Context: an optimization exercise on an open-source flow, tuned for a short achievable clock period, few clock cycles and low power. The choices shown serve that exercise and are no tape-out recipe. Function was checked by simulation only, so behaviour that the tests miss may differ from the original. Power and IR drop assume default switching activity.

## flow/design.v (module list and top-level ports; edited modules follow where they fit)
// module mac_lane_sum: 1967 lines
// module mac_vector_engine: 863 lines
module mac_vector_engine (
  input logic clk,
  input logic reset_n,
  input logic start,
  input logic clear,
  input logic [9:0] vec_len,
  input logic signed [47:0] bias,
  input logic in_valid,
  input logic [35:0] in_a,
  input logic [35:0] in_b,
  input logic out_ready,
  output logic busy,
  output logic in_ready,
  output logic out_valid,
  output logic signed [17:0] out_data,
  output logic signed [47:0] out_acc,
  output logic acc_overflow
);
  // ...
==> flow/run.sh <==
#!/bin/bash
# synth_recipe.tcl (not shown) runs the flow's synth.tcl, then flattens the netlist and writes it again
# the make line also repeats each setting of config.mk as NAME=value (left out here)
make -C /OpenROAD-flow-scripts/flow DESIGN_CONFIG=/design/flow/config.mk WORK_HOME=/design/flow/orfs CLKGATE_MAP_FILE= SYNTH_SCRIPT=/design/flow/synth_recipe.tcl finish
==> flow/config.mk <==
export PLATFORM = sky130hd
export DESIGN_NAME = mac_vector_engine
export DESIGN_NICKNAME = mac_vector_engine
export VERILOG_FILES = /design/flow/design.v
export SDC_FILE = /design/flow/constraint.sdc
export NUM_CORES = 4
export LEC_CHECK = 0
export ABC_CLOCK_PERIOD_IN_PS = 2900
export CAP_MARGIN = 20
export CORE_MARGIN = 2
export CORE_UTILIZATION = 60
export CTS_BUF_LIST = sky130_fd_sc_hd__clkbuf_16
export CTS_CLUSTER_DIAMETER = 100
export CTS_CLUSTER_SIZE = 30
export SETUP_SLACK_MARGIN = 4.2
export SLEW_MARGIN = 20
==> flow/constraint.sdc <==
create_clock -name core_clock -period 7.0 [get_ports {clk}]
set_input_delay 1.4000 -clock core_clock [delete_from_list [all_inputs] [get_ports {clk}]]
set_output_delay 1.4000 -clock core_clock [all_outputs]
set_load 0.01 [all_outputs]
==> metrics.md, run 1 <==
| Metric | Value |
|---|---|
| DRT met1 WL | `36400 um` |
| Synth area leader | `dfxtp_1` |
| Status | `finished clean` |
| Detailed-placement wirelength estimate | `63300 um` |
| Power Clock | `1.61 mW` |
| Skew final | `roughly 0.037 ns` |
| Maxcap violations | `0` |
| Critical R2R Launch | `acc0_q[6]` |
| Leading cell kind | `multi-input combinational cells` |
| Worst setup margin | `4.13 ns` |
| TritonCTS clock tree | `yes` |
| Synthesized instance count | `3213` |
| Multi-input gate area | `0.0199 sq mm` |
| Final nets | `3823` |
| Combinational Power Share | `30.8%` |
| R2r setup slk | `4.16 ns` |
| GR met1 Demand/Resource | `42.7%` |
| Vias per cell | `6.03` |
| Tcrit/Tclk final | `41.0%` |
| Drt first pass iters | `9` |
| Seq/Total Area, Yosys | `33.0%` |
| Sequential cell area | `around 0.011 sq mm` |
| Die width | `236 um` |
| CP top delay family | `flip-flops` |
| Worst hold path class | `flip-flop to flip-flop` |
| Largest net degree at the start of global routing | `100` |
| Largest family of logic cells by synthesized area | `adder cells` |
| Sw power | `2.41 mW` |
| Non-Clock Buffer Area Fraction | `8.26%` |
| Sequential Power Share | `46.5%` |
| Tmin final | `2.87 ns` |
| Die ar. | `approximately 0.056 sq mm` |
| Max reg flops | `133` |
| Synth cell types | `86` |
| Largest registers | `u_sum.t1_q x133, u_sum.t2_q x65, res_q x48` |
| # Taps | `about 700` |
| Met3 wire len | `8220 um` |
| Met2 usage | `51.0%` |
| CTS root buf | `clkbuf_16` |
| Post-synthesis compound-gate area fraction | `roughly an eighth` |
| Total GRT Usage | `~31%` |
| Post-Synth XOR/XNOR Area | `11.3%` |
| Final Wtd Congestion | `0.898` |
Testbench counts, summed over its fixed seeds: cycles 12,338.
==> run 2, diff against run 1 <==
--- a/flow/design.v
+++ b/flow/design.v
@@ -2233,18 +2233,18 @@
     if (st0 || hw_c[0]) res_q[15:0] <= st0 ? y0[15:0] : bias[15:0];
   end
   logic [15:0] acc1_q;
   wire [15:0] x1 = acc1_q;
   wire st1 = lp_q[NST+1], vb1 = vp_q[NST+1];
   assign st_c[1] = st1;
   wire [15:0] ps1 = s_t[31:16];
   wire [15:0] pc1 = c_t[31:16];
-  wire [15:0] q1_p0 = ps1 ^ pc1;
-  wire [15:0] q1_g0 = ps1 & pc1;
+  wire [15:0] q1_p0 = ps1[15:0] ^ pc1[15:0];
+  wire [15:0] q1_g0 = ps1[15:0] & pc1[15:0];
   wire [15:0] q1_G0 = {q1_g0[15:1], q1_g0[0] | (q1_p0[0] & cg1)};
   wire [15:0] q1_P0 = q1_p0;
   wire [15:0] q1_G1, q1_P1;
   assign q1_G1[0] = q1_G0[0];
   assign q1_P1[0] = q1_P0[0];
   assign q1_G1[1] = q1_G0[1] | (q1_P0[1] & q1_G0[0]);
   assign q1_P1[1] = q1_P0[1] & q1_P0[0];
   assign q1_G1[2] = q1_G0[2] | (q1_P0[2] & q1_G0[1]);
@@ -2533,159 +2533,60 @@
   logic [15:0] sd2_q [1];
   logic [15:0] cd2_q [1];
   always_ff @(posedge clk) begin
     sd2_q[0] <= s_t[47:32];
     cd2_q[0] <= c_t[47:32];
   end
   wire [15:0] ps2 = sd2_q[0];
   wire [15:0] pc2 = cd2_q[0];
-  wire [15:0] q2_p0 = ps2 ^ pc2;
-  wire [15:0] q2_g0 = ps2 & pc2;
-  wire [15:0] q2_G0 = {q2_g0[15:1], q2_g0[0] | (q2_p0[0] & pco2_q)};
-  wire [15:0] q2_P0 = q2_p0;
-  wire [15:0] q2_G1, q2_P1;
+  wire [4:0] q2_p0 = ps2[4:0] ^ pc2[4:0];
+  wire [4:0] q2_g0 = ps2[4:0] & pc2[4:0];
+  wire [4:0] q2_G0 = {q2_g0[4:1], q2_g0[0] | (q2_p0[0] & pco2_q)};
+  wire [4:0] q2_P0 = q2_p0;
+  wire [4:0] q2_G1, q2_P1;
   assign q2_G1[0] = q2_G0[0];
   assign q2_P1[0] = q2_P0[0];
   assign q2_G1[1] = q2_G0[1] | (q2_P0[1] & q2_G0[0]);
   assign q2_P1[1] = q2_P0[1] & q2_P0[0];
   assign q2_G1[2] = q2_G0[2] | (q2_P0[2] & q2_G0[1]);
   assign q2_P1[2] = q2_P0[2] & q2_P0[1];
   assign q2_G1[3] = q2_G0[3] | (q2_P0[3] & q2_G0[2]);
   assign q2_P1[3] = q2_P0[3] & q2_P0[2];
   assign q2_G1[4] = q2_G0[4] | (q2_P0[4] & q2_G0[3]);
   assign q2_P1[4] = q2_P0[4] & q2_P0[3];
-  assign q2_G1[5] = q2_G0[5] | (q2_P0[5] & q2_G0[4]);
-  assign q2_P1[5] = q2_P0[5] & q2_P0[4];
-  assign q2_G1[6] = q2_G0[6] | (q2_P0[6] & q2_G0[5]);
-  assign q2_P1[6] = q2_P0[6] & q2_P0[5];
-  assign q2_G1[7] = q2_G0[7] | (q2_P0[7] & q2_G0[6]);
-  assign q2_P1[7] = q2_P0[7] & q2_P0[6];
-  assign q2_G1[8] = q2_G0[8] | (q2_P0[8] & q2_G0[7]);
-  assign q2_P1[8] = q2_P0[8] & q2_P0[7];
-  assign q2_G1[9] = q2_G0[9] | (q2_P0[9] & q2_G0[8]);
-  assign q2_P1[9] = q2_P0[9] & q2_P0[8];
-  assign q2_G1[10] = q2_G0[10] | (q2_P0[10] & q2_G0[9]);
-  assign q2_P1[10] = q2_P0[10] & q2_P0[9];
-  assign q2_G1[11] = q2_G0[11] | (q2_P0[11] & q2_G0[10]);
-  assign q2_P1[11] = q2_P0[11] & q2_P0[10];
-  assign q2_G1[12] = q2_G0[12] | (q2_P0[12] & q2_G0[11]);
-  assign q2_P1[12] = q2_P0[12] & q2_P0[11];
-  assign q2_G1[13] = q2_G0[13] | (q2_P0[13] & q2_G0[12]);
-  assign q2_P1[13] = q2_P0[13] & q2_P0[12];
-  assign q2_G1[14] = q2_G0[14] | (q2_P0[14] & q2_G0[13]);
-  assign q2_P1[14] = q2_P0[14] & q2_P0[13];
-  assign q2_G1[15] = q2_G0[15] | (q2_P0[15] & q2_G0[14]);
-  assign q2_P1[15] = q2_P0[15] & q2_P0[14];
-  wire [15:0] q2_G2, q2_P2;
+  wire [4:0] q2_G2, q2_P2;
   assign q2_G2[0] = q2_G1[0];
   assign q2_P2[0] = q2_P1[0];
   assign q2_G2[1] = q2_G1[1];
   assign q2_P2[1] = q2_P1[1];
   assign q2_G2[2] = q2_G1[2] | (q2_P1[2] & q2_G1[0]);
   assign q2_P2[2] = q2_P1[2] & q2_P1[0];
   assign q2_G2[3] = q2_G1[3] | (q2_P1[3] & q2_G1[1]);
   assign q2_P2[3] = q2_P1[3] & q2_P1[1];
   assign q2_G2[4] = q2_G1[4] | (q2_P1[4] & q2_G1[2]);
   assign q2_P2[4] = q2_P1[4] & q2_P1[2];
-  assign q2_G2[5] = q2_G1[5] | (q2_P1[5] & q2_G1[3]);
-  assign q2_P2[5] = q2_P1[5] & q2_P1[3];
-  assign q2_G2[6] = q2_G1[6] | (q2_P1[6] & q2_G1[4]);
-  assign q2_P2[6] = q2_P1[6] & q2_P1[4];
-  assign q2_G2[7] = q2_G1[7] | (q2_P1[7] & q2_G1[5]);
-  assign q2_P2[7] = q2_P1[7] & q2_P1[5];
-  assign q2_G2[8] = q2_G1[8] | (q2_P1[8] & q2_G1[6]);
-  assign q2_P2[8] = q2_P1[8] & q2_P1[6];
-  assign q2_G2[9] = q2_G1[9] | (q2_P1[9] & q2_G1[7]);
-  assign q2_P2[9] = q2_P1[9] & q2_P1[7];
-  assign q2_G2[10] = q2_G1[10] | (q2_P1[10] & q2_G1[8]);
-  assign q2_P2[10] = q2_P1[10] & q2_P1[8];
-  assign q2_G2[11] = q2_G1[11] | (q2_P1[11] & q2_G1[9]);
-  assign q2_P2[11] = q2_P1[11] & q2_P1[9];
-  assign q2_G2[12] = q2_G1[12] | (q2_P1[12] & q2_G1[10]);
-  assign q2_P2[12] = q2_P1[12] & q2_P1[10];
-  assign q2_G2[13] = q2_G1[13] | (q2_P1[13] & q2_G1[11]);
-  assign q2_P2[13] = q2_P1[13] & q2_P1[11];
-  assign q2_G2[14] = q2_G1[14] | (q2_P1[14] & q2_G1[12]);
-  assign q2_P2[14] = q2_P1[14] & q2_P1[12];
-  assign q2_G2[15] = q2_G1[15] | (q2_P1[15] & q2_G1[13]);
-  assign q2_P2[15] = q2_P1[15] & q2_P1[13];
-  wire [15:0] q2_G3, q2_P3;
+  wire [4:0] q2_G3, q2_P3;
   assign q2_G3[0] = q2_G2[0];
   assign q2_P3[0] = q2_P2[0];
   assign q2_G3[1] = q2_G2[1];
   assign q2_P3[1] = q2_P2[1];
   assign q2_G3[2] = q2_G2[2];
   assign q2_P3[2] = q2_P2[2];
   assign q2_G3[3] = q2_G2[3];
   assign q2_P3[3] = q2_P2[3];
   assign q2_G3[4] = q2_G2[4] | (q2_P2[4] & q2_G2[0]);
   assign q2_P3[4] = q2_P2[4] & q2_P2[0];
-  assign q2_G3[5] = q2_G2[5] | (q2_P2[5] & q2_G2[1]);
-  assign q2_P3[5] = q2_P2[5] & q2_P2[1];
-  assign q2_G3[6] = q2_G2[6] | (q2_P2[6] & q2_G2[2]);
-  assign q2_P3[6] = q2_P2[6] & q2_P2[2];
-  assign q2_G3[7] = q2_G2[7] | (q2_P2[7] & q2_G2[3]);
-  assign q2_P3[7] = q2_P2[7] & q2_P2[3];
-  assign q2_G3[8] = q2_G2[8] | (q2_P2[8] & q2_G2[4]);
-  assign q2_P3[8] = q2_P2[8] & q2_P2[4];
-  assign q2_G3[9] = q2_G2[9] | (q2_P2[9] & q2_G2[5]);
-  assign q2_P3[9] = q2_P2[9] & q2_P2[5];
-  assign q2_G3[10] = q2_G2[10] | (q2_P2[10] & q2_G2[6]);
-  assign q2_P3[10] = q2_P2[10] & q2_P2[6];
-  assign q2_G3[11] = q2_G2[11] | (q2_P2[11] & q2_G2[7]);
-  assign q2_P3[11] = q2_P2[11] & q2_P2[7];
-  assign q2_G3[12] = q2_G2[12] | (q2_P2[12] & q2_G2[8]);
-  assign q2_P3[12] = q2_P2[12] & q2_P2[8];
-  assign q2_G3[13] = q2_G2[13] | (q2_P2[13] & q2_G2[9]);
-  assign q2_P3[13] = q2_P2[13] & q2_P2[9];
-  assign q2_G3[14] = q2_G2[14] | (q2_P2[14] & q2_G2[10]);
-  assign q2_P3[14] = q2_P2[14] & q2_P2[10];
-  assign q2_G3[15] = q2_G2[15] | (q2_P2[15] & q2_G2[11]);
-  assign q2_P3[15] = q2_P2[15] & q2_P2[11];
-  wire [15:0] q2_G4, q2_P4;
-  assign q2_G4[0] = q2_G3[0];
-  assign q2_P4[0] = q2_P3[0];
-  assign q2_G4[1] = q2_G3[1];
-  assign q2_P4[1] = q2_P3[1];
-  assign q2_G4[2] = q2_G3[2];
-  assign q2_P4[2] = q2_P3[2];
-  assign q2_G4[3] = q2_G3[3];
-  assign q2_P4[3] = q2_P3[3];
-  assign q2_G4[4] = q2_G3[4];
-  assign q2_P4[4] = q2_P3[4];
-  assign q2_G4[5] = q2_G3[5];
-  assign q2_P4[5] = q2_P3[5];
-  assign q2_G4[6] = q2_G3[6];
-  assign q2_P4[6] = q2_P3[6];
-  assign q2_G4[7] = q2_G3[7];
-  assign q2_P4[7] = q2_P3[7];
-  assign q2_G4[8] = q2_G3[8] | (q2_P3[8] & q2_G3[0]);
-  assign q2_P4[8] = q2_P3[8] & q2_P3[0];
-  assign q2_G4[9] = q2_G3[9] | (q2_P3[9] & q2_G3[1]);
-  assign q2_P4[9] = q2_P3[9] & q2_P3[1];
-  assign q2_G4[10] = q2_G3[10] | (q2_P3[10] & q2_G3[2]);
-  assign q2_P4[10] = q2_P3[10] & q2_P3[2];
-  assign q2_G4[11] = q2_G3[11] | (q2_P3[11] & q2_G3[3]);
-  assign q2_P4[11] = q2_P3[11] & q2_P3[3];
-  assign q2_G4[12] = q2_G3[12] | (q2_P3[12] & q2_G3[4]);
-  assign q2_P4[12] = q2_P3[12] & q2_P3[4];
-  assign q2_G4[13] = q2_G3[13] | (q2_P3[13] & q2_G3[5]);
-  assign q2_P4[13] = q2_P3[13] & q2_P3[5];
-  assign q2_G4[14] = q2_G3[14] | (q2_P3[14] & q2_G3[6]);
-  assign q2_P4[14] = q2_P3[14] & q2_P3[6];
-  assign q2_G4[15] = q2_G3[15] | (q2_P3[15] & q2_G3[7]);
-  assign q2_P4[15] = q2_P3[15] & q2_P3[7];
-  wire [16:0] q2_y = {q2_G4[15], q2_p0 ^ {q2_G4[14:0], pco2_q}};
-  logic [15:0] pa2_q;
+  wire [5:0] q2_y = {q2_G3[4], q2_p0 ^ {q2_G3[3:0], pco2_q}};
+  logic [4:0] pa2_q;
   always_ff @(posedge clk) begin
-    pa2_q <= q2_y[15:0];
+    pa2_q <= q2_y[4:0];
   end
-  wire [15:0] k2_p0 = x2 ^ pa2_q;
-  wire [15:0] k2_g0 = x2 & pa2_q;
+  wire [15:0] k2_p0 = x2 ^ {{11{pa2_q[4]}}, pa2_q};
+  wire [15:0] k2_g0 = x2 & {{11{pa2_q[4]}}, pa2_q};
   wire [15:0] k2_G0 = {k2_g0[15:1], k2_g0[0] | (k2_p0[0] & ca2_q)};
   wire [15:0] k2_P0 = k2_p0;
   wire [15:0] k2_G1, k2_P1;
   assign k2_G1[0] = k2_G0[0];
   assign k2_P1[0] = k2_P0[0];
   assign k2_G1[1] = k2_G0[1] | (k2_P0[1] & k2_G0[0]);
   assign k2_P1[1] = k2_P0[1] & k2_P0[0];
   assign k2_G1[2] = k2_G0[2] | (k2_P0[2] & k2_G0[1]);
--- a/flow/config.mk
+++ b/flow/config.mk
@@ -5,12 +5,12 @@
 export SDC_FILE = /design/flow/constraint.sdc
 export NUM_CORES = 4
 export LEC_CHECK = 0
 export ABC_CLOCK_PERIOD_IN_PS = 2900
 export CAP_MARGIN = 20
 export CORE_MARGIN = 2
 export CORE_UTILIZATION = 60
 export CTS_BUF_LIST = sky130_fd_sc_hd__clkbuf_16
-export CTS_CLUSTER_DIAMETER = 100
-export CTS_CLUSTER_SIZE = 30
+export CTS_CLUSTER_DIAMETER = 70
+export CTS_CLUSTER_SIZE = 40
 export SETUP_SLACK_MARGIN = 4.2
 export SLEW_MARGIN = 20
==> metrics.md, run 2 <==
| Metric | Value |
|---|---|
| Status | `finished clean (unchanged)` |
| Syn nets | `3693 (was 3753)` |
| Synthesis-stage register bit count | `462 (was 471)` |
| Final Wtd Congestion | `0.924 (was 0.898)` |
| Longest Clk Path Bufs | `3 (unchanged)` |
| Largest registers | `u_sum.t1_q x133, u_sum.t2_q x65, res_q x48 (unchanged)` |
| ANT nets after route | `0 (unchanged)` |
| Synth area leader | `dfxtp_1 (unchanged)` |
| Worst vdd ir | `0.000223 V (was 0.000232 V)` |
| Largest net degree at the start of global routing | `100 (unchanged)` |
| Drt total wl | `87600 um (was 88800 um)` |
| Max reg flops | `133 (unchanged)` |
| Share of cells above drive strength 1 | `12.0% (was 11.6%)` |
| Most area-consuming cells after synthesis | `dfxtp_1 20%, fa_1 19%, edfxtp_1 10%, a22oi_1 7.3%, xor2_1 6.4% (was dfxtp_1 21%, fa_1 19%, edfxtp_1 9.9%, a22oi_1 7.2%, xor2_1 6.5%)` |
| Drt first pass iters | `8 (was 9)` |
| Synthesis-to-finish area growth | `14.1% (was 12.8%)` |
| Placed Area | `0.0338 sq mm (was 0.0343 sq mm)` |
| Synth top area share | `20.4% (was 20.6%)` |
| Die ar. | `0.0548 sq mm (was 0.0557 sq mm)` |
| Initial antenna violation count | `1 (was 0)` |
| Clock Latency Late Sink | `0.58 ns (was 0.60 ns)` |
| CTS root buf | `clkbuf_16 (unchanged)` |
| Total GRT Usage | `32.0% (was 31.1%)` |
| Post-synth ARST share | `6.93% (was 6.79%)` |
| Largest family of logic cells by synthesized area | `adder cells (unchanged)` |
| Clock network power share | `28.6% (was 22.7%)` |
| Fmax | `0.346 GHz (was 0.348 GHz)` |
| Most frequent cells in the layout | `305 x a22oi_1, 296 x fa_1, 247 x dfxtp_1 (was 295 x a22oi_1, 294 x fa_1, 256 x dfxtp_1)` |
| Grt ovf | `0 (unchanged)` |
| First-pass GRT wire length | `135000 um (was 137000 um)` |
| Final setup viols | `0 (unchanged)` |
| WL/cell | `22.3 um (was 22.2 um)` |
| Maxcap violations | `0 (unchanged)` |
| Initial core utilization | `60.6% (was 60.4%)` |
| Total clock sinks | `462 (was 471)` |
| Sw frac | `34.1% (was 34.0%)` |
| Multi-input gate area | `0.0197 sq mm (was 0.0199 sq mm)` |
| Sequential cell area | `0.0108 sq mm (was 0.0109 sq mm)` |
| Largest Register | `u_sum.t1_q (unchanged)` |
| Sw power | `2.56 mW (was 2.41 mW)` |
| Crit path max fanout | `3 (was 2)` |
| Std cell rows | `84 (was 85)` |
| Synth cell types | `80 (was 86)` |
| Num CTS Buffers | `34 (was 22)` |
| Clock slew at reported path FFs | `0.09 ns (was 0.12 ns)` |
| Commonest non-fill, non-tap cell in the layout | `a22oi_1 (unchanged)` |
| Final Hold Vio Count | `0 (unchanged)` |
| CP startpoint kind | `flip-flop (unchanged)` |
| Top_reg_cell synth | `dfxtp_1 (unchanged)` |
| Pwr/cell area | `207 mW/mm^2 (was 195 mW/mm^2)` |
| Max Slew Vio Count | `0 (unchanged)` |
| Initial DRC Count | `2207 (was 2120)` |
| Tmin final | `2.89 ns (was 2.87 ns)` |
| Synth Area in Adders | `22.9% (was 22.7%)` |
| Synthesized instance count | `3157 (was 3213)` |
| Synth Cell Area | `0.0318 sq mm (was 0.0323 sq mm)` |
| Syn avg cell area | `10.1 sq um (about the same)` |
| Tcrit/Tclk final | `41.3% (was 41.0%)` |
| Port bufs | `205 (unchanged)` |
| Actual slew at the worst max-slew pin | `1.02 ns (was 0.812 ns)` |
| Design Power | `7.51 mW (was 7.09 mW)` |
| Pint | `4.95 mW (was 4.68 mW)` |
| Sequential Power Share | `43.0% (was 46.5%)` |
| Combinational Power Share | `28.4% (was 30.8%)` |
| P_leak | `14.1 nW (was 14.3 nW)` |
| Yosys warning count | `4 (unchanged)` |
| Post-synthesis compound-gate area fraction | `13.5% (was 13.4%)` |
| Die width | `234 um (was 236 um)` |
| Vias per cell | `6.00 (was 6.03)` |
| Worst hold path class | `flip-flop to flip-flop (unchanged)` |
| Drc violations | `0 (unchanged)` |
| Relative slew slack | `32.1% (was 45.9%)` |
| Via count | `23600 (was 24100)` |
| Fraction of synthesized area in multiplexers | `1.87% (was 1.79%)` |
| TNS Setup | `0 ns (unchanged)` |
| Ports | `206 (unchanged)` |
| Core Area | `0.0524 sq mm (was 0.0535 sq mm)` |
| CP Class | `flip-flop to flip-flop (was flip-flop to primary output)` |
| Nature of the critical path endpoint | `flip-flop (was primary output)` |
| Detailed-placement wirelength estimate | `60600 um (was 63300 um)` |
| Skew final | `0.0259 ns (was 0.0372 ns)` |
| Unrepaired setup endpoints after global routing | `yes (unchanged)` |
| Filler Cell Count | `4031 (was 4142)` |
| Post-synth EDFFs | `107 (unchanged)` |
| Design Area, Final | `0.0362 sq mm (was 0.0364 sq mm)` |
| WP data required | `7.34 ns (was 5.60 ns)` |
| Arrival @ worst endpoint | `3.23 ns (was 1.47 ns)` |
| Top cells by count, synth | `323 x dfxtp_1, 310 x a22oi_1, 304 x fa_1 (was 332 x dfxtp_1, 310 x a22oi_1, 304 x fa_1)` |
| Seq/Total Area, Yosys | `33.0% (about the same)` |
| TritonCTS clock tree | `yes (unchanged)` |
| Die Y-Extent | `234 um (was 236 um)` |
| Synth Area in Simple Gates | `11.1% (was 11.3%)` |
| Vias in the first global route | `24400 (was 24300)` |
| # H-tree levels | `2 (was 1)` |
| Final nets | `3756 (was 3823)` |
| Worst hold slack | `0.324 ns (was 0.332 ns)` |
| Most frequent cell after synthesis | `dfxtp_1 (unchanged)` |
| Post-Synth XOR/XNOR Area | `11.2% (was 11.3%)` |
[run 2: worst paths after layout]
path	from	end	slack, ns	cells past startpoint
max	acc0_q[1]	res_q[15]	4.11	11
min	u_sum.t2_q[60]	sd2_q[0][1]	0.32	0
max reg2reg	acc0_q[1]	res_q[15]	4.11	11
min reg2reg	u_sum.t2_q[60]	sd2_q[0][1]	0.32	0
max in group asynchronous	reset_n	lp_q[4]	5.60	1
min in group asynchronous	reset_n	rem_q[4]	0.88	1
[run 2: logic make-up (layout without fill, tap and decap cells)]
logic type | count (synthesis) | count (layout)
and+or+nand+nor | 691 | 691
xor gates and xnor gates | 406 | 406
other | 0 | 1
DFF | 462 | 462
muxes | 54 | 54
adders and majority gates | 400 | 400
AOI/OAI and AO/OA | 621 | 621
buffers and inverters | 523 | 612
[run 2: final cells by class]
cell class / instances / area share (%)
clock inverters: 28 / 0.988
flip-flops and latches: 462 / 29.7
clock buffers: 34 / 2.35
repair inverters: 1 / 0.0207
inverters: 250 / 2.60
diodes: 1 / 0.00691
repair buffers: 299 / 7.69
multi-input cells: 2172 / 54.3
well taps: 688 / 2.38
[run 2: per-layer routing]
metal  global-route usage [%]  routed length (um)  vias up
li1                         -                   -    10600
met1                     43.0               36200    11500
met2                     51.7               40600     1294
met3                     5.97                7960      228
met4                     11.8                2950        0
met5                        0                   0        -
[run 2: power by group through the flow]
stage	logic (mW)	clock network [mW]	registers, mW
floorplan	1.47	0	3.13
global placement	1.92	0	3.29
detailed placement	2.00	0	3.29
CTS	2.05	2.20	3.23
global route	2.39	2.30	3.24
finish	2.13	2.15	3.23
[run 2: timing repair]
action,CTS,global route
resized for setup,250,107
setup buffers,35,29
endpoints found under the setup margin,253,205
gates cloned,3,1
hold buffers,0,0
pin swaps,30,33
[run 2: critical path, stage by stage, from the launching register on]
cell and delay, ns:
edfxtp_1 0.49, ha_4 0.26, ha_4 0.16, inv_2 0.05
fa_2 0.22, nor2b_2 0.06, o31a_1 0.33, o21ai_2 0.20
a21oi_2 0.11, a211o_1 0.30, xor2_1 0.18, mux2_2 0.28
[run 2: per-stage QoR]
| step | utilization [%] | cells | setup slack, ns |
|---|---|---|---|
| finish | 69.1 | 3935 | 4.11 |
| global route | 69.1 | 3934 | 4.06 |
| CTS | 68.1 | 3904 | 4.04 |
| detailed placement | 64.4 | 3804 | 3.14 |
| global placement | 64.4 | 3804 | 3.16 |
| floorplan | - | 3157 | 4.14 |
Testbench counts of run 2, summed over its fixed seeds: cycles 12,338.
==> run 3, diff against run 2 <==
--- a/flow/config.mk
+++ b/flow/config.mk
@@ -10,7 +10,7 @@
 export CORE_MARGIN = 2
 export CORE_UTILIZATION = 60
 export CTS_BUF_LIST = sky130_fd_sc_hd__clkbuf_16
-export CTS_CLUSTER_DIAMETER = 70
-export CTS_CLUSTER_SIZE = 40
+export CTS_CLUSTER_DIAMETER = 120
+export CTS_CLUSTER_SIZE = 25
 export SETUP_SLACK_MARGIN = 4.2
 export SLEW_MARGIN = 20
==> metrics.md, run 3 <==
| Metric | Value |
|---|---|
| Status | `finished clean (unchanged)` |
| Vias per cell | `6.01 (was 6.00)` |
| Maxcap violations | `0 (unchanged)` |
| Pwr/cell area | `192 mW/mm^2 (was 207 mW/mm^2)` |
| Design Power | `6.87 mW (was 7.51 mW)` |
| Post-synth ARST share | `6.93% (unchanged)` |
| Top_reg_cell synth | `dfxtp_1 (unchanged)` |
| Initial DRC Count | `2191 (was 2207)` |
| CP Cell Sequence | `inv_2 -> fa_1 -> inv_2 -> ha_4 -> o21a_1 -> nor2_2 -> a211oi_1 -> o21a_1 -> o21a_4 -> a21bo_4 -> xor2_1 -> mux2_2 (was ha_4 -> ha_4 -> inv_2 -> fa_2 -> nor2b_2 -> o31a_1 -> o21ai_2 -> a21oi_2 -> a211o_1 -> xor2_1 -> mux2_2)` |
| Final nets | `3758 (was 3756)` |
| Synth Cell Area | `0.0318 sq mm (unchanged)` |
| Max reg flops | `133 (unchanged)` |
| Most frequent cells in the layout | `304 x a22oi_1, 294 x fa_1, 247 x inv_1, 247 x dfxtp_1, 231 x xor2_1 (was 305 x a22oi_1, 296 x fa_1, 247 x dfxtp_1)` |
| Placed Area | `0.0338 sq mm (unchanged)` |
| P_leak | `14.0 nW (was 14.1 nW)` |
| WL/cell | `22.3 um (about the same)` |
| # diodes | `0 (was 1)` |
| CTS root buf | `clkbuf_16 (unchanged)` |
| Synthesis-stage register bit count | `462 (unchanged)` |
| Total GRT Usage | `31.5% (was 32.0%)` |
| Worst hold path class | `flip-flop to flip-flop (unchanged)` |
| Largest stage delay, worst path | `0.55 ns (was 0.49 ns)` |
| Worst vdd ir | `0.000228 V (was 0.000223 V)` |
| TNS Setup | `0 ns (unchanged)` |
| Skew final | `0.0305 ns (was 0.0259 ns)` |
| Num CTS Buffers | `22 (was 34)` |
| Design Area, Final | `0.0358 sq mm (was 0.0362 sq mm)` |
| Most frequent cell after synthesis | `dfxtp_1 (unchanged)` |
| Seq/Total Area, Yosys | `33.0% (unchanged)` |
| Ports | `206 (unchanged)` |
| Die width | `234 um (unchanged)` |
| Fmax | `0.350 GHz (was 0.346 GHz)` |
| Syn avg cell area | `10.1 sq um (unchanged)` |
| Most area-consuming cells after synthesis | `dfxtp_1 20%, fa_1 19%, edfxtp_1 10%, a22oi_1 7.3%, xor2_1 6.4% (unchanged)` |
| Grt ovf | `0 (unchanged)` |
| Unrepaired setup endpoints after global routing | `yes (unchanged)` |
| Clock slew at reported path FFs | `0.10 ns (was 0.09 ns)` |
| Drt total wl | `87300 um (was 87600 um)` |
| Drc violations | `0 (unchanged)` |
| Final Hold Vio Count | `0 (unchanged)` |
| Critical path's slowest cell | `fa_1 (was edfxtp_1)` |
| Via count | `23600 (about the same)` |
| ANT nets after route | `0 (unchanged)` |
| Synthesis-to-finish area growth | `12.9% (was 14.1%)` |
| Actual slew at the worst max-slew pin | `0.849 ns (was 1.02 ns)` |
| Largest registers | `u_sum.t1_q x133, u_sum.t2_q x65, res_q x48 (unchanged)` |
| Initial antenna violation count | `1 (unchanged)` |
| First-pass GRT wire length | `134000 um (was 135000 um)` |
| # H-tree levels | `1 (was 2)` |
| Largest net degree at the start of global routing | `100 (unchanged)` |
| Largest Register | `u_sum.t1_q (unchanged)` |
| Nature of the critical path endpoint | `flip-flop (unchanged)` |
| Synth area leader | `dfxtp_1 (unchanged)` |
| Total clock sinks | `462 (unchanged)` |
| Max Slew Vio Count | `0 (unchanged)` |
| Share of cells above drive strength 1 | `11.5% (was 12.0%)` |
| Tmin final | `2.86 ns (was 2.89 ns)` |
| Std cell rows | `84 (unchanged)` |
| Die Y-Extent | `234 um (unchanged)` |
| Arrival @ worst endpoint | `3.20 ns (was 3.23 ns)` |
| CTS Hold Bufs | `0 (unchanged)` |
| Filler Cell Count | `4092 (was 4031)` |
| Port bufs | `205 (unchanged)` |
| Syn nets | `3693 (unchanged)` |
| WP data required | `7.34 ns (about the same)` |
| Top cells by count, synth | `323 x dfxtp_1, 310 x a22oi_1, 304 x fa_1 (unchanged)` |
| Core Area | `0.0524 sq mm (unchanged)` |
| Longest Clk Path Bufs | `3 (unchanged)` |
| Post-synth EDFFs | `107 (unchanged)` |
| Synth cell types | `80 (unchanged)` |
| Synthesized instance count | `3157 (unchanged)` |
| Commonest non-fill, non-tap cell in the layout | `a22oi_1 (unchanged)` |
| Initial core utilization | `60.6% (unchanged)` |
| CP startpoint kind | `flip-flop (unchanged)` |
| Die ar. | `0.0548 sq mm (unchanged)` |
| Synth top area share | `20.4% (unchanged)` |
| Crit path max fanout | `7 (was 3)` |
| Final Wtd Congestion | `0.924 (unchanged)` |
| Tcrit/Tclk final | `40.9% (was 41.3%)` |
| Final Util | `68.3% (was 69.1%)` |
| CP Class | `flip-flop to flip-flop (unchanged)` |
| Yosys warning count | `4 (unchanged)` |
| TritonCTS clock tree | `yes (unchanged)` |
| Relative slew slack | `43.2% (was 32.1%)` |
| Vias in the first global route | `24300 (was 24400)` |
| Drt first pass iters | `6 (was 8)` |
| Final setup viols | `0 (unchanged)` |
| Clock Latency Late Sink | `0.59 ns (was 0.58 ns)` |
| Detailed-placement wirelength estimate | `60600 um (unchanged)` |
==> run 3: changes by cell type in the layout (fill, tap and decap cells not counted), sizes merged <==
cell	before	now
clkbuf	43	32
clkinv	12	2
buf	94	110
bufbuf	2	1
diode	1	0
clkdlybuf4s15	3	2
inv	264	257
==> run 3: worst paths after layout <==
| path | slack (ns) | to | cells after the start | start |
|---|---|---|---|---|
| worst max-delay path | 4.14 | res_q[14] | 12 | acc0_q[6] |
| worst min-delay path | 0.33 | cd2_q[0][3] | 0 | u_sum.t2_q[64] |
| worst max register to register | 4.14 | res_q[14] | 12 | acc0_q[6] |
| worst min register to register | 0.33 | cd2_q[0][3] | 0 | u_sum.t2_q[64] |
| max in group asynchronous | 5.59 | lp_q[2] | 1 | reset_n |
| min in group asynchronous | 0.86 | rem_q[4] | 1 | reset_n |
==> run 3: repair_timing <==
| item | 4_1_cts | 5_1_grt |
|---|---|---|
| pin swaps | 31 | 27 |
| resized for setup | 267 | 112 |
| setup buffers | 38 | 40 |
| gates cloned | 2 | 2 |
| setup endpoints to repair | 253 | 186 |
==> run 3: cells by family (layout without fill, tap and decap cells) <==
logic type | Yosys count | after routing | share of synthesized area [%]
buffers and inverters | 523 | 598 | 6.41
flip-flops | 462 | 462 | 33.0
multiplexers | 54 | 54 | 1.87
adder cells (fa/ha/maj) | 400 | 400 | 22.9
AO/OA/AOI/OAI | 621 | 621 | 13.5
AND/OR/NAND/NOR | 691 | 691 | 11.1
XOR/XNOR | 406 | 406 | 11.2
==> run 3: power breakdown <==
part / switching, mW / internal [mW]
Sequential: 0.246 / 2.98
Clock: 0.867 / 0.636
Combinational: 1.19 / 0.956
==> run 3: critical path: cells and delay by family (launching register included) <==
kind,cells,cell delay [ns]
compound gates,5,0.88
fa+ha+maj,2,0.76
buf+inv,2,0.10
xor+xnor,1,0.14
simple gates,1,0.11
mux,1,0.26
flops,1,0.35
==> run 3: routing by layer <==
metal | share of wire (%) | vias to the layer above | track usage, % | wire length [um]
li1 | - | 10600 | - | -
met1 | 42 | 11500 | 42.8 | 36400
met2 | 46 | 1274 | 51.1 | 40000
met3 | 8.9 | 258 | 5.02 | 7750
met4 | 3.6 | 2 | 11.6 | 3140
met5 | 0.010 | - | 0 | 9
==> run 3: stage by stage <==
stage	hold slack, ns	instances	worst slack, ns
floorplan	0.310	3157	4.14
global placement	0.310	3804	3.16
detailed placement	0.312	3804	3.14
CTS	0.334	3878	4.03
global route	0.340	3920	4.04
finish	0.333	3920	4.14
==> run 3: cell type report <==
type | instances | area [sq um] | share of cell area [%]
multi-input combinational | 2172 | 19700 | 54.9
sequential | 462 | 10800 | 30.0
timing repair buffer | 313 | 2930 | 8.18
inverter | 250 | 942 | 2.63
tap | 688 | 861 | 2.40
clock buffer | 23 | 576 | 1.61
clock inverter | 11 | 72.6 | 0.202
timing repair inverter | 1 | 7.51 | 0.0209

==> port drivers added, routing unchanged <==
The results above use ideal ports. As a check the final layouts listed here were re-extracted and re-timed, cells and wires unchanged.
Step 1, drivers: a clkbuf_16 drives clk and a buf_2 each remaining input, both assumed.
Step 2 adds t to the input delays and takes it off the output delays; t is the mean of the earliest and latest rising clock arrival at the registers after step 1. Input paths then give back, and output paths get back, about the clock's delay inside the block.
Three values: ideal, step 1, step 2; two values: the first two.
run	shift t [ns]	slack for setup (ns)	hold slack, ns	slew at the worst register clock pin (ns)	cell pins on the clock port's net
run 1	0.639	4.129 / 4.069 / 3.720	0.332 / 0.332 / 0.332	0.12 / 0.12	1
run 2	0.631	4.108 / 4.108 / 3.667	0.324 / 0.324 / 0.324	0.10 / 0.10	1
run 3	0.632	4.139 / 4.085 / 3.670	0.333 / 0.333 / 0.333	0.11 / 0.11	1
After both steps every run listed still meets setup and hold. For run 3, which loses most, drivers alone change the setup slack by -0.054 ns; drivers and shift together by -0.469 ns.
